Background: an optimization exercise with open tools, aiming at small area and few clock cycles per item. Do not read the settings as production practice.
RTL that was checked went through simulation tests only; none was proved equivalent to the original.
For runs 2 and 3, only the layout was checked, not whether the RTL still works.

==> flow/design.v, too long to show whole: its modules and the start of the top module <==
// module poly_horner_pipe: 94 lines
// module ph_fa: 4 lines
// module ph_ha: 4 lines
// module ph_xor2: 3 lines
// module ph_xnor2: 3 lines
// module ph_o22ai: 3 lines
// module ph_nand2: 3 lines
// module ph_nor2: 3 lines
// module ph_and2: 3 lines
// module ph_or2: 3 lines
// module ph_inv: 3 lines
// module ph_a21o: 3 lines
// module ph_o21ai: 3 lines
// module ph_o21a: 3 lines
// module ph_mulsat: 1531 lines
// module ph_addsat_n: 204 lines
// module ph_addsat: 202 lines
module poly_horner_pipe #(
  parameter int DATA_W   = 18,
  parameter int FRAC_W   = 12,
  parameter int DEGREE   = 4,
  parameter bit SATURATE = 1'b1,
  parameter logic [DATA_W*(DEGREE+1)-1:0] COEF_INIT =
    {18'h3f4ab, 18'h1ec5, 18'h3df43, 18'h1cc8, 18'h82}
) (
  input  logic                          clk,
  input  logic                          async_n,
  input  logic                          in_valid,
  output logic                          in_ready,
  input  logic [DATA_W-1:0]             x_in,
  input  logic                          coef_we,
  input  logic [$clog2(DEGREE+1)-1:0]   coef_addr,
  input  logic [DATA_W-1:0]             coef_wdata,
  input  logic                          coef_swap,
  output logic                          busy,
  output logic                          out_valid,
  input  logic                          out_ready,
  output logic [DATA_W-1:0]             y_out,
  output logic                          ovf_out
);
  // ...
==> flow/run.sh <==
#!/bin/bash
# synth_recipe.tcl (not shown) runs the flow's synth.tcl, then flattens the netlist and writes it again
# the make line also repeats each setting of config.mk as NAME=value (left out here)
make -C /OpenROAD-flow-scripts/flow DESIGN_CONFIG=/design/flow/config.mk WORK_HOME=/design/flow/orfs CLKGATE_MAP_FILE= SYNTH_SCRIPT=/design/flow/synth_recipe.tcl finish
==> flow/config.mk <==
export PLATFORM = sky130hd
export DESIGN_NAME = poly_horner_pipe
export DESIGN_NICKNAME = poly_horner_pipe
export VERILOG_FILES = /design/flow/design.v
export SDC_FILE = /design/flow/constraint.sdc
export NUM_CORES = 4
export LEC_CHECK = 0
export CAP_MARGIN = 20
export CORE_MARGIN = 2
export CORE_UTILIZATION = 40
export SLEW_MARGIN = 20
export SYNTH_HIERARCHICAL = 1
export SYNTH_MINIMUM_KEEP_SIZE = 0
==> flow/constraint.sdc <==
create_clock -name core_clock -period 10.0 [get_ports {clk}]
set_input_delay 2.0000 -clock core_clock [delete_from_list [all_inputs] [get_ports {clk}]]
set_output_delay 2.0000 -clock core_clock [all_outputs]
set_load 0.01 [all_outputs]
==> run summary, run 1 <==
* Post-Layout Cell Count at 5,663
* Total die area at 109,000 µm²
* Vias in the first global route at 33,593
* Synth cell types at 41
* Status: no timing/DRC/antenna violations
* Clock-cell share at roughly 2.9%
* Drt total wl at 124,000 µm
* Hold Crit Depth at 2
* Area of the multi-input gates at 33,600 µm²
* Final hold viol count at 0
* Placed cell count at 5,593
* Initial antenna violation count at 1
* Uppermost layer routed: met4
* Top class by area: multi-input combinational cells
* CTS tree: built
* Fin Setup TNS at 0 ns
* Multi-input gates at 3,615
* CLK BUF at 45
* Fin area at 46,900 µm²
* Yosys reg bits at 323
* Data arrival time of the critical path at 9.73 ns
* Area grow syn2layout at 10.6%
* Cell Area, Synth at approximately 42,000 µm²
* Met1 usage at between 30 and 40%
Testbench counts, summed over its fixed seeds: cycles 16,032, items 16,000.
==> module poly_horner_pipe, before the edit <==
module poly_horner_pipe #(
  parameter int DATA_W   = 18,
  parameter int FRAC_W   = 12,
  parameter int DEGREE   = 4,
  parameter bit SATURATE = 1'b1,
  parameter logic [DATA_W*(DEGREE+1)-1:0] COEF_INIT =
    {18'h3f4ab, 18'h1ec5, 18'h3df43, 18'h1cc8, 18'h82}
) (
  input  logic                          clk,
  input  logic                          async_n,
  input  logic                          in_valid,
  output logic                          in_ready,
  input  logic [DATA_W-1:0]             x_in,
  input  logic                          coef_we,
  input  logic [$clog2(DEGREE+1)-1:0]   coef_addr,
  input  logic [DATA_W-1:0]             coef_wdata,
  input  logic                          coef_swap,
  output logic                          busy,
  output logic                          out_valid,
  input  logic                          out_ready,
  output logic [DATA_W-1:0]             y_out,
  output logic                          ovf_out
);
  logic [4:0][17:0] active, shadow, shadow_n;
  logic [4:0]       dirty, wr, commit;
  logic [3:0]       tok;
  logic             adv, accept;
  logic [4:1]       vld;
  logic [17:0]      pr1, pr2, pr3, pr4;
  logic             of1, of2, of3, of4;
  logic [17:0]      xr1, xr2, xr3;
  assign adv       = !vld[4] || out_ready;
  assign in_ready  = adv;
  assign accept    = in_valid && adv;
  assign busy      = |tok;
  assign out_valid = vld[4];
  always_comb begin
    for (int k = 0; k <= 4; k++) begin
      wr[k]       = coef_we && (coef_addr == 3'(k));
      shadow_n[k] = wr[k] ? coef_wdata : shadow[k];
    end
    commit[4] = coef_swap;
    commit[3] = tok[0] && adv;
    commit[2] = tok[1] && adv;
    commit[1] = tok[2] && adv;
    commit[0] = tok[3] && adv;
  end
  always_ff @(posedge clk or negedge async_n) begin
    if (!async_n) begin
      active <= COEF_INIT;
      dirty  <= '0;
      tok    <= '0;
    end else begin
      for (int k = 0; k <= 4; k++) begin
        if (commit[k] && (dirty[k] || wr[k])) active[k] <= shadow_n[k];
        if (commit[k])  dirty[k] <= 1'b0;
        else if (wr[k]) dirty[k] <= 1'b1;
      end
      if (adv) tok <= {tok[2:0], coef_swap};
      else if (coef_swap) tok[0] <= 1'b1;
    end
  end
  always_ff @(posedge clk) begin
    for (int k = 0; k <= 4; k++)
      if (wr[k]) shadow[k] <= coef_wdata;
  end
  logic [17:0] p1, p2, p3, p4, na1, na2, na3, a4;
  logic        po1, po2, po3, po4, so1, so2, so3, so4;
  ph_mulsat   u_m1 (.na(~x_in), .x(active[4]), .p(p1), .po(po1));
  ph_addsat_n u_a1 (.p(pr1), .c(active[3]), .na(na1), .so(so1));
  ph_mulsat   u_m2 (.na(na1), .x(xr1), .p(p2), .po(po2));
  ph_addsat_n u_a2 (.p(pr2), .c(active[2]), .na(na2), .so(so2));
  ph_mulsat   u_m3 (.na(na2), .x(xr2), .p(p3), .po(po3));
  ph_addsat_n u_a3 (.p(pr3), .c(active[1]), .na(na3), .so(so3));
  ph_mulsat   u_m4 (.na(na3), .x(xr3), .p(p4), .po(po4));
  ph_addsat   u_a4 (.p(pr4), .c(active[0]), .a(a4), .so(so4));
  assign y_out   = a4;
  assign ovf_out = of4 | so4;
  always_ff @(posedge clk or negedge async_n) begin
    if (!async_n) vld <= '0;
    else if (adv) vld <= {vld[3:1], accept};
  end
  always_ff @(posedge clk) begin
    if (adv) begin
      pr1 <= p1;  of1 <= po1;
      pr2 <= p2;  of2 <= of1 | so1 | po2;
      pr3 <= p3;  of3 <= of2 | so2 | po3;
      pr4 <= p4;  of4 <= of3 | so3 | po4;
      xr1 <= x_in;
      xr2 <= xr1;
      xr3 <= xr2;
    end
  end
endmodule
==> module ph_addsat_n, before the edit <==
module ph_addsat_n (
  input  logic [17:0] p,
  input  logic [17:0] c,
  output logic [17:0] na,
  output logic so
);
  logic n1;
  logic n2;
  logic n3;
  logic n4;
  logic n5;
  logic n6;
  logic n7;
  logic n8;
  logic n9;
  logic n10;
  logic n11;
  logic n12;
  logic n13;
  logic n14;
  logic n15;
  logic n16;
  logic n17;
  logic n18;
  logic n19;
  logic n20;
  logic n21;
  logic n22;
  logic n23;
  logic n24;
  logic n25;
  logic n26;
  logic n27;
  logic n28;
  logic n29;
  logic n30;
  logic n31;
  logic n32;
  logic n33;
  logic n34;
  logic n35;
  logic n36;
  logic n37;
  logic n38;
  logic n39;
  logic n40;
  logic n41;
  logic n42;
  logic n43;
  logic n44;
  logic n45;
  logic n46;
  logic n47;
  logic n48;
  logic n49;
  logic n50;
  logic n51;
  logic n52;
  logic n53;
  logic n54;
  logic n55;
  logic n56;
  logic n57;
  logic n58;
  logic n59;
  logic n60;
  logic n61;
  logic n62;
  logic n63;
  logic n64;
  logic n65;
  logic n66;
  logic n67;
  logic n68;
  logic n69;
  logic n70;
  logic n71;
  logic n72;
  logic n73;
  logic n74;
  logic n75;
  logic n76;
  logic n77;
  logic n78;
  logic n79;
  logic n80;
  logic n81;
  logic n82;
  logic n83;
  logic n84;
  logic n85;
  logic n86;
  logic n87;
  logic n88;
  logic n89;
  logic n90;
  logic n91;
  logic n92;
  logic n93;
  logic n94;
  logic n96;
  logic n97;
  logic n98;
  logic n99;
  ph_ha u0 (.a(p[0]), .b(c[0]), .s(n1), .co(n2));
  ph_ha u1 (.a(p[1]), .b(c[1]), .s(n3), .co(n4));
  ph_ha u2 (.a(p[2]), .b(c[2]), .s(n5), .co(n6));
  ph_ha u3 (.a(p[3]), .b(c[3]), .s(n7), .co(n8));
  ph_ha u4 (.a(p[4]), .b(c[4]), .s(n9), .co(n10));
  ph_ha u5 (.a(p[5]), .b(c[5]), .s(n11), .co(n12));
  ph_ha u6 (.a(p[6]), .b(c[6]), .s(n13), .co(n14));
  ph_ha u7 (.a(p[7]), .b(c[7]), .s(n15), .co(n16));
  ph_ha u8 (.a(p[8]), .b(c[8]), .s(n17), .co(n18));
  ph_ha u9 (.a(p[9]), .b(c[9]), .s(n19), .co(n20));
  ph_ha u10 (.a(p[10]), .b(c[10]), .s(n21), .co(n22));
  ph_ha u11 (.a(p[11]), .b(c[11]), .s(n23), .co(n24));
  ph_ha u12 (.a(p[12]), .b(c[12]), .s(n25), .co(n26));
  ph_ha u13 (.a(p[13]), .b(c[13]), .s(n27), .co(n28));
  ph_ha u14 (.a(p[14]), .b(c[14]), .s(n29), .co(n30));
  ph_ha u15 (.a(p[15]), .b(c[15]), .s(n31), .co(n32));
  ph_ha u16 (.a(p[16]), .b(c[16]), .s(n33), .co(n34));
  ph_ha u17 (.a(p[17]), .b(c[17]), .s(n35), .co(n36));
  ph_a21o u18 (.a1(n3), .a2(n2), .b1(n4), .y(n37));
  ph_a21o u19 (.a1(n5), .a2(n37), .b1(n6), .y(n38));
  ph_and2 u20 (.a(n7), .b(n5), .y(n39));
  ph_a21o u21 (.a1(n7), .a2(n6), .b1(n8), .y(n40));
  ph_a21o u22 (.a1(n39), .a2(n37), .b1(n40), .y(n41));
  ph_a21o u23 (.a1(n9), .a2(n41), .b1(n10), .y(n42));
  ph_and2 u24 (.a(n11), .b(n9), .y(n43));
  ph_a21o u25 (.a1(n11), .a2(n10), .b1(n12), .y(n44));
  ph_a21o u26 (.a1(n43), .a2(n41), .b1(n44), .y(n45));
  ph_a21o u27 (.a1(n13), .a2(n45), .b1(n14), .y(n46));
  ph_and2 u28 (.a(n15), .b(n13), .y(n47));
  ph_and2 u29 (.a(n47), .b(n43), .y(n48));
  ph_a21o u30 (.a1(n15), .a2(n14), .b1(n16), .y(n49));
  ph_a21o u31 (.a1(n47), .a2(n44), .b1(n49), .y(n50));
  ph_a21o u32 (.a1(n48), .a2(n41), .b1(n50), .y(n51));
  ph_a21o u33 (.a1(n17), .a2(n51), .b1(n18), .y(n52));
  ph_and2 u34 (.a(n19), .b(n17), .y(n53));
  ph_a21o u35 (.a1(n19), .a2(n18), .b1(n20), .y(n54));
  ph_a21o u36 (.a1(n53), .a2(n51), .b1(n54), .y(n55));
  ph_a21o u37 (.a1(n21), .a2(n55), .b1(n22), .y(n56));
  ph_and2 u38 (.a(n23), .b(n21), .y(n57));
  ph_and2 u39 (.a(n57), .b(n53), .y(n58));
  ph_a21o u40 (.a1(n23), .a2(n22), .b1(n24), .y(n59));
  ph_a21o u41 (.a1(n57), .a2(n54), .b1(n59), .y(n60));
  ph_a21o u42 (.a1(n58), .a2(n51), .b1(n60), .y(n61));
  ph_a21o u43 (.a1(n25), .a2(n61), .b1(n26), .y(n62));
  ph_and2 u44 (.a(n27), .b(n25), .y(n63));
  ph_a21o u45 (.a1(n27), .a2(n26), .b1(n28), .y(n64));
  ph_a21o u46 (.a1(n63), .a2(n61), .b1(n64), .y(n65));
  ph_a21o u47 (.a1(n29), .a2(n65), .b1(n30), .y(n66));
  ph_and2 u48 (.a(n31), .b(n29), .y(n67));
  ph_and2 u49 (.a(n67), .b(n63), .y(n68));
  ph_and2 u50 (.a(n68), .b(n58), .y(n69));
  ph_a21o u51 (.a1(n31), .a2(n30), .b1(n32), .y(n70));
  ph_a21o u52 (.a1(n67), .a2(n64), .b1(n70), .y(n71));
  ph_a21o u53 (.a1(n68), .a2(n60), .b1(n71), .y(n72));
  ph_a21o u54 (.a1(n69), .a2(n51), .b1(n72), .y(n73));
  ph_a21o u55 (.a1(n33), .a2(n73), .b1(n34), .y(n74));
  ph_and2 u56 (.a(n35), .b(n33), .y(n75));
  ph_a21o u57 (.a1(n35), .a2(n34), .b1(n36), .y(n76));
  ph_a21o u58 (.a1(n75), .a2(n73), .b1(n76), .y(n77));
  ph_xor2 u59 (.a(n3), .b(n2), .y(n78));
  ph_xor2 u60 (.a(n5), .b(n37), .y(n79));
  ph_xor2 u61 (.a(n7), .b(n38), .y(n80));
  ph_xor2 u62 (.a(n9), .b(n41), .y(n81));
  ph_xor2 u63 (.a(n11), .b(n42), .y(n82));
  ph_xor2 u64 (.a(n13), .b(n45), .y(n83));
  ph_xor2 u65 (.a(n15), .b(n46), .y(n84));
  ph_xor2 u66 (.a(n17), .b(n51), .y(n85));
  ph_xor2 u67 (.a(n19), .b(n52), .y(n86));
  ph_xor2 u68 (.a(n21), .b(n55), .y(n87));
  ph_xor2 u69 (.a(n23), .b(n56), .y(n88));
  ph_xor2 u70 (.a(n25), .b(n61), .y(n89));
  ph_xor2 u71 (.a(n27), .b(n62), .y(n90));
  ph_xor2 u72 (.a(n29), .b(n65), .y(n91));
  ph_xor2 u73 (.a(n31), .b(n66), .y(n92));
  ph_xor2 u74 (.a(n33), .b(n73), .y(n93));
  ph_xor2 u75 (.a(n35), .b(n74), .y(n94));
  ph_xor2 u76 (.a(n77), .b(n74), .y(so));
  ph_xor2 u77 (.a(n35), .b(n77), .y(n96));
  ph_inv u78 (.a(n96), .y(n97));
  ph_and2 u79 (.a(so), .b(n97), .y(n98));
  ph_nand2 u80 (.a(so), .b(n96), .y(n99));
  ph_o21ai u81 (.a1(n1), .a2(n98), .b1(n99), .y(na[0]));
  ph_o21ai u82 (.a1(n78), .a2(n98), .b1(n99), .y(na[1]));
  ph_o21ai u83 (.a1(n79), .a2(n98), .b1(n99), .y(na[2]));
  ph_o21ai u84 (.a1(n80), .a2(n98), .b1(n99), .y(na[3]));
  ph_o21ai u85 (.a1(n81), .a2(n98), .b1(n99), .y(na[4]));
  ph_o21ai u86 (.a1(n82), .a2(n98), .b1(n99), .y(na[5]));
  ph_o21ai u87 (.a1(n83), .a2(n98), .b1(n99), .y(na[6]));
  ph_o21ai u88 (.a1(n84), .a2(n98), .b1(n99), .y(na[7]));
  ph_o21ai u89 (.a1(n85), .a2(n98), .b1(n99), .y(na[8]));
  ph_o21ai u90 (.a1(n86), .a2(n98), .b1(n99), .y(na[9]));
  ph_o21ai u91 (.a1(n87), .a2(n98), .b1(n99), .y(na[10]));
  ph_o21ai u92 (.a1(n88), .a2(n98), .b1(n99), .y(na[11]));
  ph_o21ai u93 (.a1(n89), .a2(n98), .b1(n99), .y(na[12]));
  ph_o21ai u94 (.a1(n90), .a2(n98), .b1(n99), .y(na[13]));
  ph_o21ai u95 (.a1(n91), .a2(n98), .b1(n99), .y(na[14]));
  ph_o21ai u96 (.a1(n92), .a2(n98), .b1(n99), .y(na[15]));
  ph_o21ai u97 (.a1(n93), .a2(n98), .b1(n99), .y(na[16]));
  ph_inv u98 (.a(n96), .y(na[17]));
endmodule
==> run 2, diff against run 1 <==
--- a/flow/design.v
+++ b/flow/design.v
@@ -59,25 +59,25 @@
       if (adv) tok <= {tok[2:0], coef_swap};
       else if (coef_swap) tok[0] <= 1'b1;
     end
   end
   always_ff @(posedge clk) begin
     for (int k = 0; k <= 4; k++)
       if (wr[k]) shadow[k] <= coef_wdata;
   end
-  logic [17:0] p1, p2, p3, p4, na1, na2, na3, a4;
+  logic [17:0] p1, p2, p3, p4, na1, na2, na3, nb1, nb2, nb3, a4;
   logic        po1, po2, po3, po4, so1, so2, so3, so4;
-  ph_mulsat   u_m1 (.na(~x_in), .x(active[4]), .p(p1), .po(po1));
-  ph_addsat_n u_a1 (.p(pr1), .c(active[3]), .na(na1), .so(so1));
-  ph_mulsat   u_m2 (.na(na1), .x(xr1), .p(p2), .po(po2));
-  ph_addsat_n u_a2 (.p(pr2), .c(active[2]), .na(na2), .so(so2));
-  ph_mulsat   u_m3 (.na(na2), .x(xr2), .p(p3), .po(po3));
-  ph_addsat_n u_a3 (.p(pr3), .c(active[1]), .na(na3), .so(so3));
-  ph_mulsat   u_m4 (.na(na3), .x(xr3), .p(p4), .po(po4));
+  ph_mulsat   u_m1 (.na(~x_in), .nb(~x_in), .x(active[4]), .p(p1), .po(po1));
+  ph_addsat_n u_a1 (.p(pr1), .c(active[3]), .na(na1), .nb(nb1), .so(so1));
+  ph_mulsat   u_m2 (.na(na1), .nb(nb1), .x(xr1), .p(p2), .po(po2));
+  ph_addsat_n u_a2 (.p(pr2), .c(active[2]), .na(na2), .nb(nb2), .so(so2));
+  ph_mulsat   u_m3 (.na(na2), .nb(nb2), .x(xr2), .p(p3), .po(po3));
+  ph_addsat_n u_a3 (.p(pr3), .c(active[1]), .na(na3), .nb(nb3), .so(so3));
+  ph_mulsat   u_m4 (.na(na3), .nb(nb3), .x(xr3), .p(p4), .po(po4));
   ph_addsat   u_a4 (.p(pr4), .c(active[0]), .a(a4), .so(so4));
   assign y_out   = a4;
   assign ovf_out = of4 | so4;
   always_ff @(posedge clk or negedge async_n) begin
     if (!async_n) vld <= '0;
     else if (adv) vld <= {vld[3:1], accept};
   end
   always_ff @(posedge clk) begin
@@ -130,16 +130,17 @@
 module ph_o21ai (input logic a1, a2, b1, output logic y);
   assign y = ~((a1 | a2) & b1);
 endmodule
 module ph_o21a (input logic a1, a2, b1, output logic y);
   assign y = (a1 | a2) & b1;
 endmodule
 module ph_mulsat (
   input  logic [17:0] na,
+  input  logic [17:0] nb,
   input  logic [17:0] x,
   output logic [17:0] p,
   output logic po
 );
   logic n1;
   logic n2;
   logic n3;
   logic n4;
@@ -1179,176 +1180,176 @@
   ph_xor2 u200 (.a(n200), .b(x[9]), .y(n201));
   ph_o22ai u201 (.a1(n165), .a2(na[17]), .b1(n167), .b2(na[16]), .y(n202));
   ph_xor2 u202 (.a(n202), .b(x[9]), .y(n203));
   ph_o22ai u203 (.a1(n165), .a2(na[17]), .b1(n167), .b2(na[17]), .y(n204));
   ph_xnor2 u204 (.a(n204), .b(x[9]), .y(n205));
   ph_xnor2 u205 (.a(x[10]), .b(x[9]), .y(n206));
   ph_xor2 u206 (.a(x[11]), .b(x[10]), .y(n207));
   ph_nand2 u207 (.a(n207), .b(n206), .y(n208));
-  ph_nor2 u208 (.a(n206), .b(na[0]), .y(n209));
+  ph_nor2 u208 (.a(n206), .b(nb[0]), .y(n209));
   ph_xor2 u209 (.a(n209), .b(x[11]), .y(n210));
-  ph_o22ai u210 (.a1(n206), .a2(na[1]), .b1(n208), .b2(na[0]), .y(n211));
+  ph_o22ai u210 (.a1(n206), .a2(nb[1]), .b1(n208), .b2(nb[0]), .y(n211));
   ph_xor2 u211 (.a(n211), .b(x[11]), .y(n212));
-  ph_o22ai u212 (.a1(n206), .a2(na[2]), .b1(n208), .b2(na[1]), .y(n213));
+  ph_o22ai u212 (.a1(n206), .a2(nb[2]), .b1(n208), .b2(nb[1]), .y(n213));
   ph_xor2 u213 (.a(n213), .b(x[11]), .y(n214));
-  ph_o22ai u214 (.a1(n206), .a2(na[3]), .b1(n208), .b2(na[2]), .y(n215));
+  ph_o22ai u214 (.a1(n206), .a2(nb[3]), .b1(n208), .b2(nb[2]), .y(n215));
   ph_xor2 u215 (.a(n215), .b(x[11]), .y(n216));
-  ph_o22ai u216 (.a1(n206), .a2(na[4]), .b1(n208), .b2(na[3]), .y(n217));
+  ph_o22ai u216 (.a1(n206), .a2(nb[4]), .b1(n208), .b2(nb[3]), .y(n217));
   ph_xor2 u217 (.a(n217), .b(x[11]), .y(n218));
-  ph_o22ai u218 (.a1(n206), .a2(na[5]), .b1(n208), .b2(na[4]), .y(n219));
+  ph_o22ai u218 (.a1(n206), .a2(nb[5]), .b1(n208), .b2(nb[4]), .y(n219));
   ph_xor2 u219 (.a(n219), .b(x[11]), .y(n220));
-  ph_o22ai u220 (.a1(n206), .a2(na[6]), .b1(n208), .b2(na[5]), .y(n221));
+  ph_o22ai u220 (.a1(n206), .a2(nb[6]), .b1(n208), .b2(nb[5]), .y(n221));
   ph_xor2 u221 (.a(n221), .b(x[11]), .y(n222));
-  ph_o22ai u222 (.a1(n206), .a2(na[7]), .b1(n208), .b2(na[6]), .y(n223));
+  ph_o22ai u222 (.a1(n206), .a2(nb[7]), .b1(n208), .b2(nb[6]), .y(n223));
   ph_xor2 u223 (.a(n223), .b(x[11]), .y(n224));
-  ph_o22ai u224 (.a1(n206), .a2(na[8]), .b1(n208), .b2(na[7]), .y(n225));
+  ph_o22ai u224 (.a1(n206), .a2(nb[8]), .b1(n208), .b2(nb[7]), .y(n225));
   ph_xor2 u225 (.a(n225), .b(x[11]), .y(n226));
-  ph_o22ai u226 (.a1(n206), .a2(na[9]), .b1(n208), .b2(na[8]), .y(n227));
+  ph_o22ai u226 (.a1(n206), .a2(nb[9]), .b1(n208), .b2(nb[8]), .y(n227));
   ph_xor2 u227 (.a(n227), .b(x[11]), .y(n228));
-  ph_o22ai u228 (.a1(n206), .a2(na[10]), .b1(n208), .b2(na[9]), .y(n229));
+  ph_o22ai u228 (.a1(n206), .a2(nb[10]), .b1(n208), .b2(nb[9]), .y(n229));
   ph_xor2 u229 (.a(n229), .b(x[11]), .y(n230));
-  ph_o22ai u230 (.a1(n206), .a2(na[11]), .b1(n208), .b2(na[10]), .y(n231));
+  ph_o22ai u230 (.a1(n206), .a2(nb[11]), .b1(n208), .b2(nb[10]), .y(n231));
   ph_xor2 u231 (.a(n231), .b(x[11]), .y(n232));
-  ph_o22ai u232 (.a1(n206), .a2(na[12]), .b1(n208), .b2(na[11]), .y(n233));
+  ph_o22ai u232 (.a1(n206), .a2(nb[12]), .b1(n208), .b2(nb[11]), .y(n233));
   ph_xor2 u233 (.a(n233), .b(x[11]), .y(n234));
-  ph_o22ai u234 (.a1(n206), .a2(na[13]), .b1(n208), .b2(na[12]), .y(n235));
+  ph_o22ai u234 (.a1(n206), .a2(nb[13]), .b1(n208), .b2(nb[12]), .y(n235));
   ph_xor2 u235 (.a(n235), .b(x[11]), .y(n236));
-  ph_o22ai u236 (.a1(n206), .a2(na[14]), .b1(n208), .b2(na[13]), .y(n237));
+  ph_o22ai u236 (.a1(n206), .a2(nb[14]), .b1(n208), .b2(nb[13]), .y(n237));
   ph_xor2 u237 (.a(n237), .b(x[11]), .y(n238));
-  ph_o22ai u238 (.a1(n206), .a2(na[15]), .b1(n208), .b2(na[14]), .y(n239));
+  ph_o22ai u238 (.a1(n206), .a2(nb[15]), .b1(n208), .b2(nb[14]), .y(n239));
   ph_xor2 u239 (.a(n239), .b(x[11]), .y(n240));
-  ph_o22ai u240 (.a1(n206), .a2(na[16]), .b1(n208), .b2(na[15]), .y(n241));
+  ph_o22ai u240 (.a1(n206), .a2(nb[16]), .b1(n208), .b2(nb[15]), .y(n241));
   ph_xor2 u241 (.a(n241), .b(x[11]), .y(n242));
-  ph_o22ai u242 (.a1(n206), .a2(na[17]), .b1(n208), .b2(na[16]), .y(n243));
+  ph_o22ai u242 (.a1(n206), .a2(nb[17]), .b1(n208), .b2(nb[16]), .y(n243));
   ph_xor2 u243 (.a(n243), .b(x[11]), .y(n244));
-  ph_o22ai u244 (.a1(n206), .a2(na[17]), .b1(n208), .b2(na[17]), .y(n245));
+  ph_o22ai u244 (.a1(n206), .a2(nb[17]), .b1(n208), .b2(nb[17]), .y(n245));
   ph_xnor2 u245 (.a(n245), .b(x[11]), .y(n246));
   ph_xnor2 u246 (.a(x[12]), .b(x[11]), .y(n247));
   ph_xor2 u247 (.a(x[13]), .b(x[12]), .y(n248));
   ph_nand2 u248 (.a(n248), .b(n247), .y(n249));
-  ph_nor2 u249 (.a(n247), .b(na[0]), .y(n250));
+  ph_nor2 u249 (.a(n247), .b(nb[0]), .y(n250));
   ph_xor2 u250 (.a(n250), .b(x[13]), .y(n251));
-  ph_o22ai u251 (.a1(n247), .a2(na[1]), .b1(n249), .b2(na[0]), .y(n252));
+  ph_o22ai u251 (.a1(n247), .a2(nb[1]), .b1(n249), .b2(nb[0]), .y(n252));
   ph_xor2 u252 (.a(n252), .b(x[13]), .y(n253));
-  ph_o22ai u253 (.a1(n247), .a2(na[2]), .b1(n249), .b2(na[1]), .y(n254));
+  ph_o22ai u253 (.a1(n247), .a2(nb[2]), .b1(n249), .b2(nb[1]), .y(n254));
   ph_xor2 u254 (.a(n254), .b(x[13]), .y(n255));
-  ph_o22ai u255 (.a1(n247), .a2(na[3]), .b1(n249), .b2(na[2]), .y(n256));
+  ph_o22ai u255 (.a1(n247), .a2(nb[3]), .b1(n249), .b2(nb[2]), .y(n256));
   ph_xor2 u256 (.a(n256), .b(x[13]), .y(n257));
-  ph_o22ai u257 (.a1(n247), .a2(na[4]), .b1(n249), .b2(na[3]), .y(n258));
+  ph_o22ai u257 (.a1(n247), .a2(nb[4]), .b1(n249), .b2(nb[3]), .y(n258));
   ph_xor2 u258 (.a(n258), .b(x[13]), .y(n259));
-  ph_o22ai u259 (.a1(n247), .a2(na[5]), .b1(n249), .b2(na[4]), .y(n260));
+  ph_o22ai u259 (.a1(n247), .a2(nb[5]), .b1(n249), .b2(nb[4]), .y(n260));
   ph_xor2 u260 (.a(n260), .b(x[13]), .y(n261));
-  ph_o22ai u261 (.a1(n247), .a2(na[6]), .b1(n249), .b2(na[5]), .y(n262));
+  ph_o22ai u261 (.a1(n247), .a2(nb[6]), .b1(n249), .b2(nb[5]), .y(n262));
   ph_xor2 u262 (.a(n262), .b(x[13]), .y(n263));
-  ph_o22ai u263 (.a1(n247), .a2(na[7]), .b1(n249), .b2(na[6]), .y(n264));
+  ph_o22ai u263 (.a1(n247), .a2(nb[7]), .b1(n249), .b2(nb[6]), .y(n264));
   ph_xor2 u264 (.a(n264), .b(x[13]), .y(n265));
-  ph_o22ai u265 (.a1(n247), .a2(na[8]), .b1(n249), .b2(na[7]), .y(n266));
+  ph_o22ai u265 (.a1(n247), .a2(nb[8]), .b1(n249), .b2(nb[7]), .y(n266));
   ph_xor2 u266 (.a(n266), .b(x[13]), .y(n267));
-  ph_o22ai u267 (.a1(n247), .a2(na[9]), .b1(n249), .b2(na[8]), .y(n268));
+  ph_o22ai u267 (.a1(n247), .a2(nb[9]), .b1(n249), .b2(nb[8]), .y(n268));
   ph_xor2 u268 (.a(n268), .b(x[13]), .y(n269));
-  ph_o22ai u269 (.a1(n247), .a2(na[10]), .b1(n249), .b2(na[9]), .y(n270));
+  ph_o22ai u269 (.a1(n247), .a2(nb[10]), .b1(n249), .b2(nb[9]), .y(n270));
   ph_xor2 u270 (.a(n270), .b(x[13]), .y(n271));
-  ph_o22ai u271 (.a1(n247), .a2(na[11]), .b1(n249), .b2(na[10]), .y(n272));
+  ph_o22ai u271 (.a1(n247), .a2(nb[11]), .b1(n249), .b2(nb[10]), .y(n272));
   ph_xor2 u272 (.a(n272), .b(x[13]), .y(n273));
-  ph_o22ai u273 (.a1(n247), .a2(na[12]), .b1(n249), .b2(na[11]), .y(n274));
+  ph_o22ai u273 (.a1(n247), .a2(nb[12]), .b1(n249), .b2(nb[11]), .y(n274));
   ph_xor2 u274 (.a(n274), .b(x[13]), .y(n275));
-  ph_o22ai u275 (.a1(n247), .a2(na[13]), .b1(n249), .b2(na[12]), .y(n276));
+  ph_o22ai u275 (.a1(n247), .a2(nb[13]), .b1(n249), .b2(nb[12]), .y(n276));
   ph_xor2 u276 (.a(n276), .b(x[13]), .y(n277));
-  ph_o22ai u277 (.a1(n247), .a2(na[14]), .b1(n249), .b2(na[13]), .y(n278));
+  ph_o22ai u277 (.a1(n247), .a2(nb[14]), .b1(n249), .b2(nb[13]), .y(n278));
   ph_xor2 u278 (.a(n278), .b(x[13]), .y(n279));
-  ph_o22ai u279 (.a1(n247), .a2(na[15]), .b1(n249), .b2(na[14]), .y(n280));
+  ph_o22ai u279 (.a1(n247), .a2(nb[15]), .b1(n249), .b2(nb[14]), .y(n280));
   ph_xor2 u280 (.a(n280), .b(x[13]), .y(n281));
-  ph_o22ai u281 (.a1(n247), .a2(na[16]), .b1(n249), .b2(na[15]), .y(n282));
+  ph_o22ai u281 (.a1(n247), .a2(nb[16]), .b1(n249), .b2(nb[15]), .y(n282));
   ph_xor2 u282 (.a(n282), .b(x[13]), .y(n283));
-  ph_o22ai u283 (.a1(n247), .a2(na[17]), .b1(n249), .b2(na[16]), .y(n284));
+  ph_o22ai u283 (.a1(n247), .a2(nb[17]), .b1(n249), .b2(nb[16]), .y(n284));
   ph_xor2 u284 (.a(n284), .b(x[13]), .y(n285));
-  ph_o22ai u285 (.a1(n247), .a2(na[17]), .b1(n249), .b2(na[17]), .y(n286));
+  ph_o22ai u285 (.a1(n247), .a2(nb[17]), .b1(n249), .b2(nb[17]), .y(n286));
   ph_xnor2 u286 (.a(n286), .b(x[13]), .y(n287));
   ph_xnor2 u287 (.a(x[14]), .b(x[13]), .y(n288));
   ph_xor2 u288 (.a(x[15]), .b(x[14]), .y(n289));
   ph_nand2 u289 (.a(n289), .b(n288), .y(n290));
-  ph_nor2 u290 (.a(n288), .b(na[0]), .y(n291));
+  ph_nor2 u290 (.a(n288), .b(nb[0]), .y(n291));
   ph_xor2 u291 (.a(n291), .b(x[15]), .y(n292));
-  ph_o22ai u292 (.a1(n288), .a2(na[1]), .b1(n290), .b2(na[0]), .y(n293));
+  ph_o22ai u292 (.a1(n288), .a2(nb[1]), .b1(n290), .b2(nb[0]), .y(n293));
   ph_xor2 u293 (.a(n293), .b(x[15]), .y(n294));
-  ph_o22ai u294 (.a1(n288), .a2(na[2]), .b1(n290), .b2(na[1]), .y(n295));
+  ph_o22ai u294 (.a1(n288), .a2(nb[2]), .b1(n290), .b2(nb[1]), .y(n295));
   ph_xor2 u295 (.a(n295), .b(x[15]), .y(n296));
-  ph_o22ai u296 (.a1(n288), .a2(na[3]), .b1(n290), .b2(na[2]), .y(n297));
+  ph_o22ai u296 (.a1(n288), .a2(nb[3]), .b1(n290), .b2(nb[2]), .y(n297));
   ph_xor2 u297 (.a(n297), .b(x[15]), .y(n298));
-  ph_o22ai u298 (.a1(n288), .a2(na[4]), .b1(n290), .b2(na[3]), .y(n299));
+  ph_o22ai u298 (.a1(n288), .a2(nb[4]), .b1(n290), .b2(nb[3]), .y(n299));
   ph_xor2 u299 (.a(n299), .b(x[15]), .y(n300));
-  ph_o22ai u300 (.a1(n288), .a2(na[5]), .b1(n290), .b2(na[4]), .y(n301));
+  ph_o22ai u300 (.a1(n288), .a2(nb[5]), .b1(n290), .b2(nb[4]), .y(n301));
   ph_xor2 u301 (.a(n301), .b(x[15]), .y(n302));
-  ph_o22ai u302 (.a1(n288), .a2(na[6]), .b1(n290), .b2(na[5]), .y(n303));
+  ph_o22ai u302 (.a1(n288), .a2(nb[6]), .b1(n290), .b2(nb[5]), .y(n303));
   ph_xor2 u303 (.a(n303), .b(x[15]), .y(n304));
-  ph_o22ai u304 (.a1(n288), .a2(na[7]), .b1(n290), .b2(na[6]), .y(n305));
+  ph_o22ai u304 (.a1(n288), .a2(nb[7]), .b1(n290), .b2(nb[6]), .y(n305));
   ph_xor2 u305 (.a(n305), .b(x[15]), .y(n306));
-  ph_o22ai u306 (.a1(n288), .a2(na[8]), .b1(n290), .b2(na[7]), .y(n307));
+  ph_o22ai u306 (.a1(n288), .a2(nb[8]), .b1(n290), .b2(nb[7]), .y(n307));
   ph_xor2 u307 (.a(n307), .b(x[15]), .y(n308));
-  ph_o22ai u308 (.a1(n288), .a2(na[9]), .b1(n290), .b2(na[8]), .y(n309));
+  ph_o22ai u308 (.a1(n288), .a2(nb[9]), .b1(n290), .b2(nb[8]), .y(n309));
   ph_xor2 u309 (.a(n309), .b(x[15]), .y(n310));
-  ph_o22ai u310 (.a1(n288), .a2(na[10]), .b1(n290), .b2(na[9]), .y(n311));
+  ph_o22ai u310 (.a1(n288), .a2(nb[10]), .b1(n290), .b2(nb[9]), .y(n311));
   ph_xor2 u311 (.a(n311), .b(x[15]), .y(n312));
-  ph_o22ai u312 (.a1(n288), .a2(na[11]), .b1(n290), .b2(na[10]), .y(n313));
+  ph_o22ai u312 (.a1(n288), .a2(nb[11]), .b1(n290), .b2(nb[10]), .y(n313));
   ph_xor2 u313 (.a(n313), .b(x[15]), .y(n314));
-  ph_o22ai u314 (.a1(n288), .a2(na[12]), .b1(n290), .b2(na[11]), .y(n315));
+  ph_o22ai u314 (.a1(n288), .a2(nb[12]), .b1(n290), .b2(nb[11]), .y(n315));
   ph_xor2 u315 (.a(n315), .b(x[15]), .y(n316));
-  ph_o22ai u316 (.a1(n288), .a2(na[13]), .b1(n290), .b2(na[12]), .y(n317));
+  ph_o22ai u316 (.a1(n288), .a2(nb[13]), .b1(n290), .b2(nb[12]), .y(n317));
   ph_xor2 u317 (.a(n317), .b(x[15]), .y(n318));
-  ph_o22ai u318 (.a1(n288), .a2(na[14]), .b1(n290), .b2(na[13]), .y(n319));
+  ph_o22ai u318 (.a1(n288), .a2(nb[14]), .b1(n290), .b2(nb[13]), .y(n319));
   ph_xor2 u319 (.a(n319), .b(x[15]), .y(n320));
-  ph_o22ai u320 (.a1(n288), .a2(na[15]), .b1(n290), .b2(na[14]), .y(n321));
+  ph_o22ai u320 (.a1(n288), .a2(nb[15]), .b1(n290), .b2(nb[14]), .y(n321));
   ph_xor2 u321 (.a(n321), .b(x[15]), .y(n322));
-  ph_o22ai u322 (.a1(n288), .a2(na[16]), .b1(n290), .b2(na[15]), .y(n323));
+  ph_o22ai u322 (.a1(n288), .a2(nb[16]), .b1(n290), .b2(nb[15]), .y(n323));
   ph_xor2 u323 (.a(n323), .b(x[15]), .y(n324));
-  ph_o22ai u324 (.a1(n288), .a2(na[17]), .b1(n290), .b2(na[16]), .y(n325));
+  ph_o22ai u324 (.a1(n288), .a2(nb[17]), .b1(n290), .b2(nb[16]), .y(n325));
   ph_xor2 u325 (.a(n325), .b(x[15]), .y(n326));
-  ph_o22ai u326 (.a1(n288), .a2(na[17]), .b1(n290), .b2(na[17]), .y(n327));
+  ph_o22ai u326 (.a1(n288), .a2(nb[17]), .b1(n290), .b2(nb[17]), .y(n327));
   ph_xnor2 u327 (.a(n327), .b(x[15]), .y(n328));
   ph_xnor2 u328 (.a(x[16]), .b(x[15]), .y(n329));
   ph_xor2 u329 (.a(x[17]), .b(x[16]), .y(n330));
   ph_nand2 u330 (.a(n330), .b(n329), .y(n331));
-  ph_nor2 u331 (.a(n329), .b(na[0]), .y(n332));
+  ph_nor2 u331 (.a(n329), .b(nb[0]), .y(n332));
   ph_xor2 u332 (.a(n332), .b(x[17]), .y(n333));
-  ph_o22ai u333 (.a1(n329), .a2(na[1]), .b1(n331), .b2(na[0]), .y(n334));
+  ph_o22ai u333 (.a1(n329), .a2(nb[1]), .b1(n331), .b2(nb[0]), .y(n334));
   ph_xor2 u334 (.a(n334), .b(x[17]), .y(n335));
-  ph_o22ai u335 (.a1(n329), .a2(na[2]), .b1(n331), .b2(na[1]), .y(n336));
+  ph_o22ai u335 (.a1(n329), .a2(nb[2]), .b1(n331), .b2(nb[1]), .y(n336));
   ph_xor2 u336 (.a(n336), .b(x[17]), .y(n337));
-  ph_o22ai u337 (.a1(n329), .a2(na[3]), .b1(n331), .b2(na[2]), .y(n338));
+  ph_o22ai u337 (.a1(n329), .a2(nb[3]), .b1(n331), .b2(nb[2]), .y(n338));
   ph_xor2 u338 (.a(n338), .b(x[17]), .y(n339));
-  ph_o22ai u339 (.a1(n329), .a2(na[4]), .b1(n331), .b2(na[3]), .y(n340));
+  ph_o22ai u339 (.a1(n329), .a2(nb[4]), .b1(n331), .b2(nb[3]), .y(n340));
   ph_xor2 u340 (.a(n340), .b(x[17]), .y(n341));
-  ph_o22ai u341 (.a1(n329), .a2(na[5]), .b1(n331), .b2(na[4]), .y(n342));
+  ph_o22ai u341 (.a1(n329), .a2(nb[5]), .b1(n331), .b2(nb[4]), .y(n342));
   ph_xor2 u342 (.a(n342), .b(x[17]), .y(n343));
-  ph_o22ai u343 (.a1(n329), .a2(na[6]), .b1(n331), .b2(na[5]), .y(n344));
+  ph_o22ai u343 (.a1(n329), .a2(nb[6]), .b1(n331), .b2(nb[5]), .y(n344));
   ph_xor2 u344 (.a(n344), .b(x[17]), .y(n345));
-  ph_o22ai u345 (.a1(n329), .a2(na[7]), .b1(n331), .b2(na[6]), .y(n346));
+  ph_o22ai u345 (.a1(n329), .a2(nb[7]), .b1(n331), .b2(nb[6]), .y(n346));
   ph_xor2 u346 (.a(n346), .b(x[17]), .y(n347));
-  ph_o22ai u347 (.a1(n329), .a2(na[8]), .b1(n331), .b2(na[7]), .y(n348));
+  ph_o22ai u347 (.a1(n329), .a2(nb[8]), .b1(n331), .b2(nb[7]), .y(n348));
   ph_xor2 u348 (.a(n348), .b(x[17]), .y(n349));
-  ph_o22ai u349 (.a1(n329), .a2(na[9]), .b1(n331), .b2(na[8]), .y(n350));
+  ph_o22ai u349 (.a1(n329), .a2(nb[9]), .b1(n331), .b2(nb[8]), .y(n350));
   ph_xor2 u350 (.a(n350), .b(x[17]), .y(n351));
-  ph_o22ai u351 (.a1(n329), .a2(na[10]), .b1(n331), .b2(na[9]), .y(n352));
+  ph_o22ai u351 (.a1(n329), .a2(nb[10]), .b1(n331), .b2(nb[9]), .y(n352));
   ph_xor2 u352 (.a(n352), .b(x[17]), .y(n353));
-  ph_o22ai u353 (.a1(n329), .a2(na[11]), .b1(n331), .b2(na[10]), .y(n354));
+  ph_o22ai u353 (.a1(n329), .a2(nb[11]), .b1(n331), .b2(nb[10]), .y(n354));
   ph_xor2 u354 (.a(n354), .b(x[17]), .y(n355));
-  ph_o22ai u355 (.a1(n329), .a2(na[12]), .b1(n331), .b2(na[11]), .y(n356));
+  ph_o22ai u355 (.a1(n329), .a2(nb[12]), .b1(n331), .b2(nb[11]), .y(n356));
   ph_xor2 u356 (.a(n356), .b(x[17]), .y(n357));
-  ph_o22ai u357 (.a1(n329), .a2(na[13]), .b1(n331), .b2(na[12]), .y(n358));
+  ph_o22ai u357 (.a1(n329), .a2(nb[13]), .b1(n331), .b2(nb[12]), .y(n358));
   ph_xor2 u358 (.a(n358), .b(x[17]), .y(n359));
-  ph_o22ai u359 (.a1(n329), .a2(na[14]), .b1(n331), .b2(na[13]), .y(n360));
+  ph_o22ai u359 (.a1(n329), .a2(nb[14]), .b1(n331), .b2(nb[13]), .y(n360));
   ph_xor2 u360 (.a(n360), .b(x[17]), .y(n361));
-  ph_o22ai u361 (.a1(n329), .a2(na[15]), .b1(n331), .b2(na[14]), .y(n362));
+  ph_o22ai u361 (.a1(n329), .a2(nb[15]), .b1(n331), .b2(nb[14]), .y(n362));
   ph_xor2 u362 (.a(n362), .b(x[17]), .y(n363));
-  ph_o22ai u363 (.a1(n329), .a2(na[16]), .b1(n331), .b2(na[15]), .y(n364));
+  ph_o22ai u363 (.a1(n329), .a2(nb[16]), .b1(n331), .b2(nb[15]), .y(n364));
   ph_xor2 u364 (.a(n364), .b(x[17]), .y(n365));
-  ph_o22ai u365 (.a1(n329), .a2(na[17]), .b1(n331), .b2(na[16]), .y(n366));
+  ph_o22ai u365 (.a1(n329), .a2(nb[17]), .b1(n331), .b2(nb[16]), .y(n366));
   ph_xor2 u366 (.a(n366), .b(x[17]), .y(n367));
-  ph_o22ai u367 (.a1(n329), .a2(na[17]), .b1(n331), .b2(na[17]), .y(n368));
+  ph_o22ai u367 (.a1(n329), .a2(nb[17]), .b1(n331), .b2(nb[17]), .y(n368));
   ph_xnor2 u368 (.a(n368), .b(x[17]), .y(n369));
   ph_ha u369 (.a(x[17]), .b(n111), .s(n370), .co(n371));
   ph_ha u370 (.a(n113), .b(n150), .s(n372), .co(n373));
   ph_xnor2 u371 (.a(n115), .b(n152), .y(n374));
   ph_or2 u372 (.a(n115), .b(n152), .y(n375));
   ph_inv u373 (.a(n117), .y(n376));
   ph_ha u374 (.a(x[11]), .b(n136), .s(n377), .co(n378));
   ph_ha u375 (.a(n101), .b(n138), .s(n379), .co(n380));
@@ -1663,16 +1664,17 @@
   ph_o21a u684 (.a1(n816), .a2(n838), .b1(n839), .y(p[14]));
   ph_o21a u685 (.a1(n817), .a2(n838), .b1(n839), .y(p[15]));
   ph_o21a u686 (.a1(n818), .a2(n838), .b1(n839), .y(p[16]));
 endmodule
 module ph_addsat_n (
   input  logic [17:0] p,
   input  logic [17:0] c,
   output logic [17:0] na,
+  output logic [17:0] nb,
   output logic so
 );
   logic n1;
   logic n2;
   logic n3;
   logic n4;
   logic n5;
   logic n6;
@@ -1845,33 +1847,51 @@
   ph_xor2 u74 (.a(n33), .b(n73), .y(n93));
   ph_xor2 u75 (.a(n35), .b(n74), .y(n94));
   ph_xor2 u76 (.a(n77), .b(n74), .y(so));
   ph_xor2 u77 (.a(n35), .b(n77), .y(n96));
   ph_inv u78 (.a(n96), .y(n97));
   ph_and2 u79 (.a(so), .b(n97), .y(n98));
   ph_nand2 u80 (.a(so), .b(n96), .y(n99));
   ph_o21ai u81 (.a1(n1), .a2(n98), .b1(n99), .y(na[0]));
-  ph_o21ai u82 (.a1(n78), .a2(n98), .b1(n99), .y(na[1]));
-  ph_o21ai u83 (.a1(n79), .a2(n98), .b1(n99), .y(na[2]));
-  ph_o21ai u84 (.a1(n80), .a2(n98), .b1(n99), .y(na[3]));
-  ph_o21ai u85 (.a1(n81), .a2(n98), .b1(n99), .y(na[4]));
-  ph_o21ai u86 (.a1(n82), .a2(n98), .b1(n99), .y(na[5]));
-  ph_o21ai u87 (.a1(n83), .a2(n98), .b1(n99), .y(na[6]));
-  ph_o21ai u88 (.a1(n84), .a2(n98), .b1(n99), .y(na[7]));
-  ph_o21ai u89 (.a1(n85), .a2(n98), .b1(n99), .y(na[8]));
-  ph_o21ai u90 (.a1(n86), .a2(n98), .b1(n99), .y(na[9]));
-  ph_o21ai u91 (.a1(n87), .a2(n98), .b1(n99), .y(na[10]));
-  ph_o21ai u92 (.a1(n88), .a2(n98), .b1(n99), .y(na[11]));
-  ph_o21ai u93 (.a1(n89), .a2(n98), .b1(n99), .y(na[12]));
-  ph_o21ai u94 (.a1(n90), .a2(n98), .b1(n99), .y(na[13]));
-  ph_o21ai u95 (.a1(n91), .a2(n98), .b1(n99), .y(na[14]));
-  ph_o21ai u96 (.a1(n92), .a2(n98), .b1(n99), .y(na[15]));
-  ph_o21ai u97 (.a1(n93), .a2(n98), .b1(n99), .y(na[16]));
-  ph_inv u98 (.a(n96), .y(na[17]));
+  ph_o21ai u82 (.a1(n1), .a2(n98), .b1(n99), .y(nb[0]));
+  ph_o21ai u83 (.a1(n78), .a2(n98), .b1(n99), .y(na[1]));
+  ph_o21ai u84 (.a1(n78), .a2(n98), .b1(n99), .y(nb[1]));
+  ph_o21ai u85 (.a1(n79), .a2(n98), .b1(n99), .y(na[2]));
+  ph_o21ai u86 (.a1(n79), .a2(n98), .b1(n99), .y(nb[2]));
+  ph_o21ai u87 (.a1(n80), .a2(n98), .b1(n99), .y(na[3]));
+  ph_o21ai u88 (.a1(n80), .a2(n98), .b1(n99), .y(nb[3]));
+  ph_o21ai u89 (.a1(n81), .a2(n98), .b1(n99), .y(na[4]));
+  ph_o21ai u90 (.a1(n81), .a2(n98), .b1(n99), .y(nb[4]));
+  ph_o21ai u91 (.a1(n82), .a2(n98), .b1(n99), .y(na[5]));
+  ph_o21ai u92 (.a1(n82), .a2(n98), .b1(n99), .y(nb[5]));
+  ph_o21ai u93 (.a1(n83), .a2(n98), .b1(n99), .y(na[6]));
+  ph_o21ai u94 (.a1(n83), .a2(n98), .b1(n99), .y(nb[6]));
+  ph_o21ai u95 (.a1(n84), .a2(n98), .b1(n99), .y(na[7]));
+  ph_o21ai u96 (.a1(n84), .a2(n98), .b1(n99), .y(nb[7]));
+  ph_o21ai u97 (.a1(n85), .a2(n98), .b1(n99), .y(na[8]));
+  ph_o21ai u98 (.a1(n85), .a2(n98), .b1(n99), .y(nb[8]));
+  ph_o21ai u99 (.a1(n86), .a2(n98), .b1(n99), .y(na[9]));
+  ph_o21ai u100 (.a1(n86), .a2(n98), .b1(n99), .y(nb[9]));
+  ph_o21ai u101 (.a1(n87), .a2(n98), .b1(n99), .y(na[10]));
+  ph_o21ai u102 (.a1(n87), .a2(n98), .b1(n99), .y(nb[10]));
+  ph_o21ai u103 (.a1(n88), .a2(n98), .b1(n99), .y(na[11]));
+  ph_o21ai u104 (.a1(n88), .a2(n98), .b1(n99), .y(nb[11]));
+  ph_o21ai u105 (.a1(n89), .a2(n98), .b1(n99), .y(na[12]));
+  ph_o21ai u106 (.a1(n89), .a2(n98), .b1(n99), .y(nb[12]));
+  ph_o21ai u107 (.a1(n90), .a2(n98), .b1(n99), .y(na[13]));
+  ph_o21ai u108 (.a1(n90), .a2(n98), .b1(n99), .y(nb[13]));
+  ph_o21ai u109 (.a1(n91), .a2(n98), .b1(n99), .y(na[14]));
+  ph_o21ai u110 (.a1(n91), .a2(n98), .b1(n99), .y(nb[14]));
+  ph_o21ai u111 (.a1(n92), .a2(n98), .b1(n99), .y(na[15]));
+  ph_o21ai u112 (.a1(n92), .a2(n98), .b1(n99), .y(nb[15]));
+  ph_o21ai u113 (.a1(n93), .a2(n98), .b1(n99), .y(na[16]));
+  ph_o21ai u114 (.a1(n93), .a2(n98), .b1(n99), .y(nb[16]));
+  ph_inv u115 (.a(n96), .y(na[17]));
+  ph_inv u116 (.a(n96), .y(nb[17]));
 endmodule
 module ph_addsat (
   input  logic [17:0] p,
   input  logic [17:0] c,
   output logic [17:0] a,
   output logic so
 );
   logic n1;
==> flow/config.mk (replaced) <==
export PLATFORM = sky130hd
export DESIGN_NAME = poly_horner_pipe
export DESIGN_NICKNAME = poly_horner_pipe
export VERILOG_FILES = /design/flow/design.v
export SDC_FILE = /design/flow/constraint.sdc
export NUM_CORES = 4
export LEC_CHECK = 0
export CAP_MARGIN = 20
export CORE_MARGIN = 2
export CORE_UTILIZATION = 65
export CTS_BUF_LIST = sky130_fd_sc_hd__clkbuf_8
export CTS_CLUSTER_DIAMETER = 50
export CTS_CLUSTER_SIZE = 14
export SLEW_MARGIN = 20
export SYNTH_HIERARCHICAL = 1
export SYNTH_MINIMUM_KEEP_SIZE = 0
==> run summary, run 2 <==
* Status: no timing/DRC/antenna violations (unchanged)
* Commonest cells in the synthesized netlist: xor2_1, o22ai_1, fa_1 (unchanged)
* Syn nets at 4,909 (was 4,855)
* DR pass1 iterations at 6 (unchanged)
* Clock root cell: clkbuf_8 (was clkbuf_16)
* Largest registers: active: 90 flops, shadow: 90 flops (unchanged)
* Min Hold Slack at 0.439 ns (was 0.436 ns)
* Gr ovfl total at 0 (unchanged)
* Fin area at 46,100 µm² (was 46,900 µm²)
* Slowest-stage cell, CP: o21ai_1 (unchanged)
* Most common cell after layout, fill and taps aside: xor2_1 (unchanged)
* Slew Limit Fails at 0 (unchanged)
* CP Max Fanout at 32 (was 17)
* Worst path most repeated cell: a21o_1 (unchanged)
* WS Path Type: register to register (unchanged)
* Vias per inst at 6.48 (was 5.85)
* Data arrival time of the critical path at 9.91 ns (was 9.73 ns)
* CP startpoint kind: register (unchanged)
* Initial Util at 66.0% (was 40.3%)
* Initial DRC count at 3,376 (was 2,865)
* MaxCap Viol Count at 0 (unchanged)
* Worst r2r src: active[37] (was active[21])
* Asr flop ratio synth at 31.9% (unchanged)
* Dominant cell type by area after synthesis: fa_1 (unchanged)
* Slew HR at 35.5% (was 32.9%)
* Clk_skew at 0.0509 ns (was 0.0222 ns)
* Hold Crit Start: shadow[53] (was shadow[44])
* Fillcell total at 5,102 (was 10,059)
* Largest net degree at the start of global routing at 68 (was 63)
* Setup violators final at 0 (unchanged)
* RSZ-0062 raised after global routing: no (unchanged)
* Cell Area, Synth at 42,700 µm² (was 42,400 µm²)
* Storage element area at 8330 µm² (unchanged)
* Most frequent cell after synthesis: xor2_1 (unchanged)
* Top cell type's share of synthesized area at 21.8% (was 21.9%)
* Final WS setup at 0.443 ns (was 0.594 ns)
* Top cells by area, synth: fa_1, xor2_1, o22ai_1 (unchanged)
* Critical Path Sink Type: register (unchanged)
* Worst Path Required at 10.35 ns (was 10.32 ns)
* Worst reg-to-reg setup slack at 0.44 ns (was 0.59 ns)
* Synth cell types at 41 (unchanged)
* Total GRT Usage at 35.0% (was 22.4%)
* Most frequent cells in the layout: xor2_1, o22ai_1, fa_1 (unchanged)
* Nets at 5,086 (was 5,035)
* Placement Setup Slack at 0.509 ns (was 0.660 ns)
* Routed Antenna Nets at 0 (unchanged)
* Area grow syn2layout at 7.87% (was 10.6%)
* Worst-case reg-to-reg path depth at 31 (was 32)
* DP Wirelength at 87,300 µm (was 87,600 µm)
* Row count at 93 (was 119)
* Top_reg_cell synth: edfxtp_1 (unchanged)
* Initial antenna violation count at 5 (was 1)
* First-pass GRT wire length at 186,000 µm (was 194,000 µm)
* EDFF count, synth at 130 (unchanged)
* Htree depth at 2 (unchanged)
* Placed Area at 45,200 µm² (was 45,600 µm²)
* # port buffers at 66 (unchanged)
* Total die area at 67,700 µm² (was 109,000 µm²)
* Via Count at 33,547 (was 33,115)
* Syn Inst Count at 4,116 (was 4,062)
* Cts bufs inserted at 37 (was 38)
* Fin Setup TNS at 0 ns (unchanged)
* Die W at 260 µm (was 330 µm)
* Vias in the first global route at 33,403 (was 33,593)
* CTS tree: built (unchanged)
* Drt total wl at 119,000 µm (was 124,000 µm)
* DRC errors left at 0 (unchanged)
* Slew @ Worst Pin at 0.965 ns (was 1.00 ns)
* Clk slew on worst S/H paths at 0.09 ns (was 0.06 ns)
* Clk sink count at 323 (unchanged)
* GPL Wtd Cong at 0.968 (was 0.894)
* Tcrit/Tclk final at 95.6% (was 94.1%)
* Worst skew pair latency at 0.61 ns (was 0.58 ns)
* Share of layout cells above drive strength 1 at 6.85% (was 6.84%)
* Core region area at 64,700 µm² (was 105,000 µm²)
* Setup crit end: pr3[11] (was pr4[1])
* Post-CTS Setup Bufs at 0 (unchanged)
* Clock buffer depth at 3 (unchanged)
* Chip Height at 260 µm (was 330 µm)
* Final hold viol count at 0 (unchanged)
* YS warnings at 7 (unchanged)
* Worst R2R End: pr3[11] (was pr4[1])
* Sequential-to-total area share from yosys stat at 19.5% (was 19.6%)
* Post-Layout Cell Count at 5,179 (was 5,663)
* Area of the multi-input gates at 33,900 µm² (was 33,600 µm²)
* Placed cell count at 5,109 (was 5,593)
* Syn avg cell area at 10.4 µm² (about the same)
* WL per Instance at 22.9 µm (was 21.8 µm)
* Fin crit period at 9.56 ns (was 9.41 ns)
* Type of the worst min-delay path: register to register (unchanged)
* Yosys reg bits at 323 (unchanged)
* Slowest stage delay, CP at 0.69 ns (was 0.83 ns)
* Peak Freq at 0.105 GHz (was 0.106 GHz)
* Crit path launch: active[37] (was active[21])
* # IOs at 67 (unchanged)
run 2: cell count changes in the layout (fill, tap and decap cells not counted), sizes merged, moves of 2 or more:
| cell | previous run | this run |
|---|---|---|
| o21ai | 52 | 103 |
| inv | 63 | 78 |
| clkinv | 13 | 3 |
| clkbuf | 45 | 41 |
| diode | 0 | 3 |
| buf | 141 | 139 |
run 2: critical path: cells and delay by family (launching register included):
family	cells	cell delay, ns
flip-flops	1	0.55
XOR/XNOR	4	0.86
adder cells (fa/ha/maj)	7	2.71
AO/OA/AOI/OAI	15	3.49
AND/OR/NAND/NOR	5	1.68
run 2: repair_timing:
| action | in CTS | in global routing |
|---|---|---|
| hold buffers | 0 | 0 |
| endpoints found under the setup margin | 0 | 34 |
| resized for setup | 0 | 7 |
run 2: logic make-up after synthesis:
group / count (synthesis) / share of synthesized area (%)
fa+ha+maj: 748 / 30.1
simple gates: 609 / 7.17
flops: 323 / 19.5
buf+inv: 127 / 1.24
mux: 108 / 2.72
xor+xnor: 956 / 19.6
compound gates: 1245 / 19.7
run 2: Yosys stat by module (local to each module, per instance), excerpt:
module / area (µm²) / times used
poly_horner_pipe: 12100 / 1
ph_nand2: 3.75 / 44
ph_o21ai: 5.00 / 102
ph_inv: 3.75 / 42
ph_nor2: 3.75 / 36
ph_fa: 20.0 / 464
ph_xor2: 8.76 / 872
run 2: per-layer routing:
metal / routed length [µm] / part of all wire, % / GRT usage, %
met2: 55100 / 46 / 56.6
met5: 43 / 0.036 / 0
met3: 10200 / 8.6 / 6.60
met4: 4900 / 4.1 / 13.4
met1: 48400 / 41 / 46.9
run 2: worst min path at each step:
stage | endpoint | depth (start not counted)
after floorplan | shadow[36] | 2
after global placement | shadow[14] | 2
after detailed placement | shadow[11] | 2
after CTS | shadow[36] | 2
after global routing | shadow[53] | 2
final | shadow[53] | 2
run 2: cell type report:
| class | instances | share of cell area (%) |
|---|---|---|
| Inverter | 61 | 0.508 |
| Tap cell | 855 | 2.32 |
| Multi-Input combinational cell | 3666 | 73.5 |
| Clock buffer | 41 | 1.23 |
| Timing Repair Buffer | 204 | 3.68 |
| Clock inverter | 26 | 0.609 |
| Antenna cell | 3 | 0.0163 |
| Sequential cell | 323 | 18.1 |
run 2: per-stage QoR:
stage	utilization [%]
5_1_grt	71.2
2_1_floorplan	-
3_3_place_gp	69.8
3_5_place_dp	69.8
6_report	71.2
4_1_cts	71.1
==> run 3, diff against run 2 <==
--- a/flow/config.mk
+++ b/flow/config.mk
@@ -10,5 +10,5 @@
 export CORE_UTILIZATION = 65
-export CTS_BUF_LIST = sky130_fd_sc_hd__clkbuf_8
-export CTS_CLUSTER_DIAMETER = 50
-export CTS_CLUSTER_SIZE = 14
+export CTS_BUF_LIST = sky130_fd_sc_hd__clkbuf_16
+export CTS_CLUSTER_DIAMETER = 100
+export CTS_CLUSTER_SIZE = 30
 export SLEW_MARGIN = 20
==> run summary, run 3 <==
* Routed Antenna Nets at 0 (unchanged)
* Clock root cell: clkbuf_16 (was clkbuf_8)
* Dominant cell type by area after synthesis: fa_1 (unchanged)
* Initial DRC count at 3,406 (was 3,376)
* Cell Area, Synth at 42,700 µm² (unchanged)
* Largest registers: active: 90 flops, shadow: 90 flops (unchanged)
* Final hold viol count at 0 (unchanged)
* Placed Area at 45,200 µm² (unchanged)
* Worst Path Required at 10.34 ns (was 10.35 ns)
* Slew HR at 35.2% (was 35.5%)
* Hold Crit Depth at 2 (unchanged)
* Slowest-stage cell, CP: nand2_1 (was o21ai_1)
* WS Path Type: register to register (unchanged)
* Commonest cells in the synthesized netlist: xor2_1, o22ai_1, fa_1 (unchanged)
* Htree depth at 1 (was 2)
* Top cells by area, synth: fa_1, xor2_1, o22ai_1 (unchanged)
* Syn Inst Count at 4,116 (unchanged)
* Storage element area at 8330 µm² (unchanged)
* Clk sink count at 323 (unchanged)
* Asr flop ratio synth at 31.9% (unchanged)
* Sequential-to-total area share from yosys stat at 19.5% (unchanged)
* First-pass GRT wire length at 186,000 µm (about the same)
* Final WS setup at 0.384 ns (was 0.443 ns)
* Drt total wl at 119,000 µm (about the same)
* Type of the worst min-delay path: register to register (unchanged)
* Die W at 260 µm (unchanged)
* Gr ovfl total at 0 (unchanged)
* Top cell type's share of synthesized area at 21.8% (unchanged)
* Grt met2 use at 56.3% (was 56.6%)
* Syn nets at 4,909 (unchanged)
* Slowest stage delay, CP at 0.67 ns (was 0.69 ns)
* DR pass1 iterations at 8 (was 6)
* Initial antenna violation count at 3 (was 5)
* Most frequent cells in the layout: xor2_1, o22ai_1, fa_1 (unchanged)
* CP startpoint kind: register (unchanged)
* WL per Instance at 23.1 µm (was 22.9 µm)
* Status: no timing/DRC/antenna violations (unchanged)
* Worst skew pair latency at 0.57 ns (was 0.61 ns)
* Initial Util at 66.0% (unchanged)
* Top_reg_cell synth: edfxtp_1 (unchanged)
* Vias per inst at 6.51 (was 6.48)
* Fin Setup TNS at 0 ns (unchanged)
* Most common cell after layout, fill and taps aside: xor2_1 (unchanged)
* Met3 Use GR at 6.53% (was 6.60%)
* CP Max Fanout at 32 (unchanged)
* Row count at 93 (unchanged)
* Slew Limit Fails at 0 (unchanged)
* Most frequent cell after synthesis: xor2_1 (unchanged)
* Worst-case reg-to-reg path depth at 31 (unchanged)
* Fillcell total at 5,115 (was 5,102)
* Fin crit period at 9.62 ns (was 9.56 ns)
* Cts bufs inserted at 19 (was 37)
* Synth cell types at 41 (unchanged)
* MaxCap Viol Count at 0 (unchanged)
* Share of layout cells above drive strength 1 at 6.23% (was 6.85%)
* Syn avg cell area at 10.4 µm² (unchanged)
* Slew @ Worst Pin at 0.970 ns (was 0.965 ns)
* Critical Path Sink Type: register (unchanged)
* RSZ-0062 raised after global routing: no (unchanged)
* Worst path most repeated cell: a21o_1 (unchanged)
* Setup violators final at 0 (unchanged)
* Yosys reg bits at 323 (unchanged)
* Clk slew on worst S/H paths at 0.11 ns (was 0.09 ns)
* Min Hold Slack at 0.443 ns (was 0.439 ns)
* Total GRT Usage at 34.9% (was 35.0%)
* CTS tree: built (unchanged)
* Hold buffer count at cts at 0 (unchanged)
* Nets at 5,068 (was 5,086)
* GPL Wtd Cong at 0.968 (unchanged)
* # port buffers at 66 (unchanged)
* Met1 usage at 46.9% (about the same)
* Tcrit/Tclk final at 96.2% (was 95.6%)
* Core region area at 64,700 µm² (unchanged)
* Data arrival time of the critical path at 9.96 ns (was 9.91 ns)
* EDFF count, synth at 130 (unchanged)
* Placement Setup Slack at 0.509 ns (unchanged)
* Fin area at 45,900 µm² (was 46,100 µm²)
* Via Count at 33,494 (was 33,547)
* Total die area at 67,700 µm² (unchanged)
* Clk_skew at 0.0512 ns (was 0.0509 ns)
* Chip Height at 260 µm (unchanged)
* Area of the multi-input gates at 33,900 µm² (about the same)
* YS warnings at 7 (unchanged)
* Vias in the first global route at 33,255 (was 33,403)
* Peak Freq at 0.104 GHz (was 0.105 GHz)
* Largest net degree at the start of global routing at 68 (unchanged)
* # IOs at 67 (unchanged)
* DRC errors left at 0 (unchanged)
* Top Usage Layer GRT: met2 (unchanged)
* Area grow syn2layout at 7.55% (was 7.87%)
* Clock buffer depth at 3 (unchanged)
* DP Wirelength at 87,300 µm (unchanged)
run 3: cell families (layout without fill, tap and decap cells):
group / count (synthesis) / in the layout / share of synthesized area (%)
buffers and inverters: 127 / 298 / 1.24
other: 0 / 3 / 0
multiplexers: 108 / 108 / 2.72
adder cells (fa/ha/maj): 748 / 748 / 30.1
XOR/XNOR: 956 / 956 / 19.6
flip-flops: 323 / 323 / 19.5
AO/OA/AOI/OAI: 1245 / 1245 / 19.7
AND/OR/NAND/NOR: 609 / 609 / 7.17
run 3: worst max-delay path: cells and delay by family (launching register included):
| kind | cells | cell delay, ns |
|---|---|---|
| compound gates | 14 | 3.39 |
| xor+xnor | 4 | 0.96 |
| fa+ha+maj | 6 | 2.43 |
| flops | 1 | 0.55 |
| simple gates | 7 | 2.04 |
run 3: metrics by stage:
stage | cells | utilization, %
floorplan | 4116 | -
global placement | 5109 | 69.8
detailed placement | 5109 | 69.8
CTS | 5142 | 70.9
global route | 5143 | 71.0
finish | 5145 | 71.0
run 3: layout make-up:
class                      instances  share of cell area, %
clock buffer                      20                   1.09
tap                              855                   2.33
antenna                            3                 0.0164
multi-input combinational       3666                   73.8
inverter                          61                  0.510
timing repair buffer             204                   3.69
clock inverter                    13                  0.436
sequential                       323                   18.1
run 3: metal layers:
metal	part of all wire, %	up-vias
met4	4.2	4
li1	-	15189
met3	8.5	300
met1	41	16397
met5	0.019	-
met2	47	1604
run 3: final timing paths:
kind / from / endpoint / slack (ns)
worst max-delay path: active[37] / pr3[9] / 0.38
worst min-delay path: shadow[34] / shadow[34] / 0.44
worst min register to register: shadow[34] / shadow[34] / 0.44
min in group asynchronous: async_n / active[10] / 1.37
max in group asynchronous: async_n / active[41] / 7.31
worst max register to register: active[37] / pr3[9] / 0.38
run 3: per-module statistics from Yosys, one instance, submodules excluded, a selection:
| module | copies in the design | flip-flops and latches | cells inside | cell area, µm² |
|---|---|---|---|---|
| poly_horner_pipe | 1 | 323 | 923 | 12100 |
| ph_fa | 464 | 0 | 1 | 20.0 |
| ph_ha | 284 | 0 | 1 | 12.5 |
| ph_xnor2 | 84 | 0 | 1 | 8.76 |
| ph_xor2 | 872 | 0 | 1 | 8.76 |
| ph_a21o | 328 | 0 | 1 | 7.51 |
| ph_o21a | 85 | 0 | 1 | 7.51 |
| ph_and2 | 168 | 0 | 1 | 6.26 |
| ph_o22ai | 648 | 0 | 1 | 6.26 |
| ph_or2 | 36 | 0 | 1 | 6.26 |
| ph_o21ai | 102 | 0 | 1 | 5.00 |
| ph_inv | 42 | 0 | 1 | 3.75 |
| ph_nand2 | 44 | 0 | 1 | 3.75 |
| ph_nor2 | 36 | 0 | 1 | 3.75 |
run 3: what timing repair did:
action | in CTS | in global routing
endpoints found under the setup margin | 0 | 35
buffers inserted | 0 | 0
gates resized for setup | 0 | 8
hold endpoints to repair | 0 | 0

## port drivers added, routing unchanged
How much do the figures lean on ideal ports? The routed layouts below were timed once more, with nothing changed but the port constraints. Step 1, drivers: a clkbuf_16 drives clk and a buf_2 each remaining input, both assumed. Step 2, shift: input delay + t, output delay - t, t = (earliest + latest rising clock arrival at the registers) / 2. This alone moves slack from input paths to output paths. a / b / c = ideal / step 1 / step 2; a / b = the first two.
run	t, ns	slack for setup (ns)	hold slack, ns
run 1	0.633	0.594 / 0.594 / 0.594	0.436 / 0.436 / 0.436
run 2	0.635	0.443 / 0.443 / 0.443	0.439 / 0.439 / 0.439
run 3	0.618	0.384 / 0.384 / 0.384	0.443 / 0.443 / 0.443
After both steps every run listed still meets setup and hold.
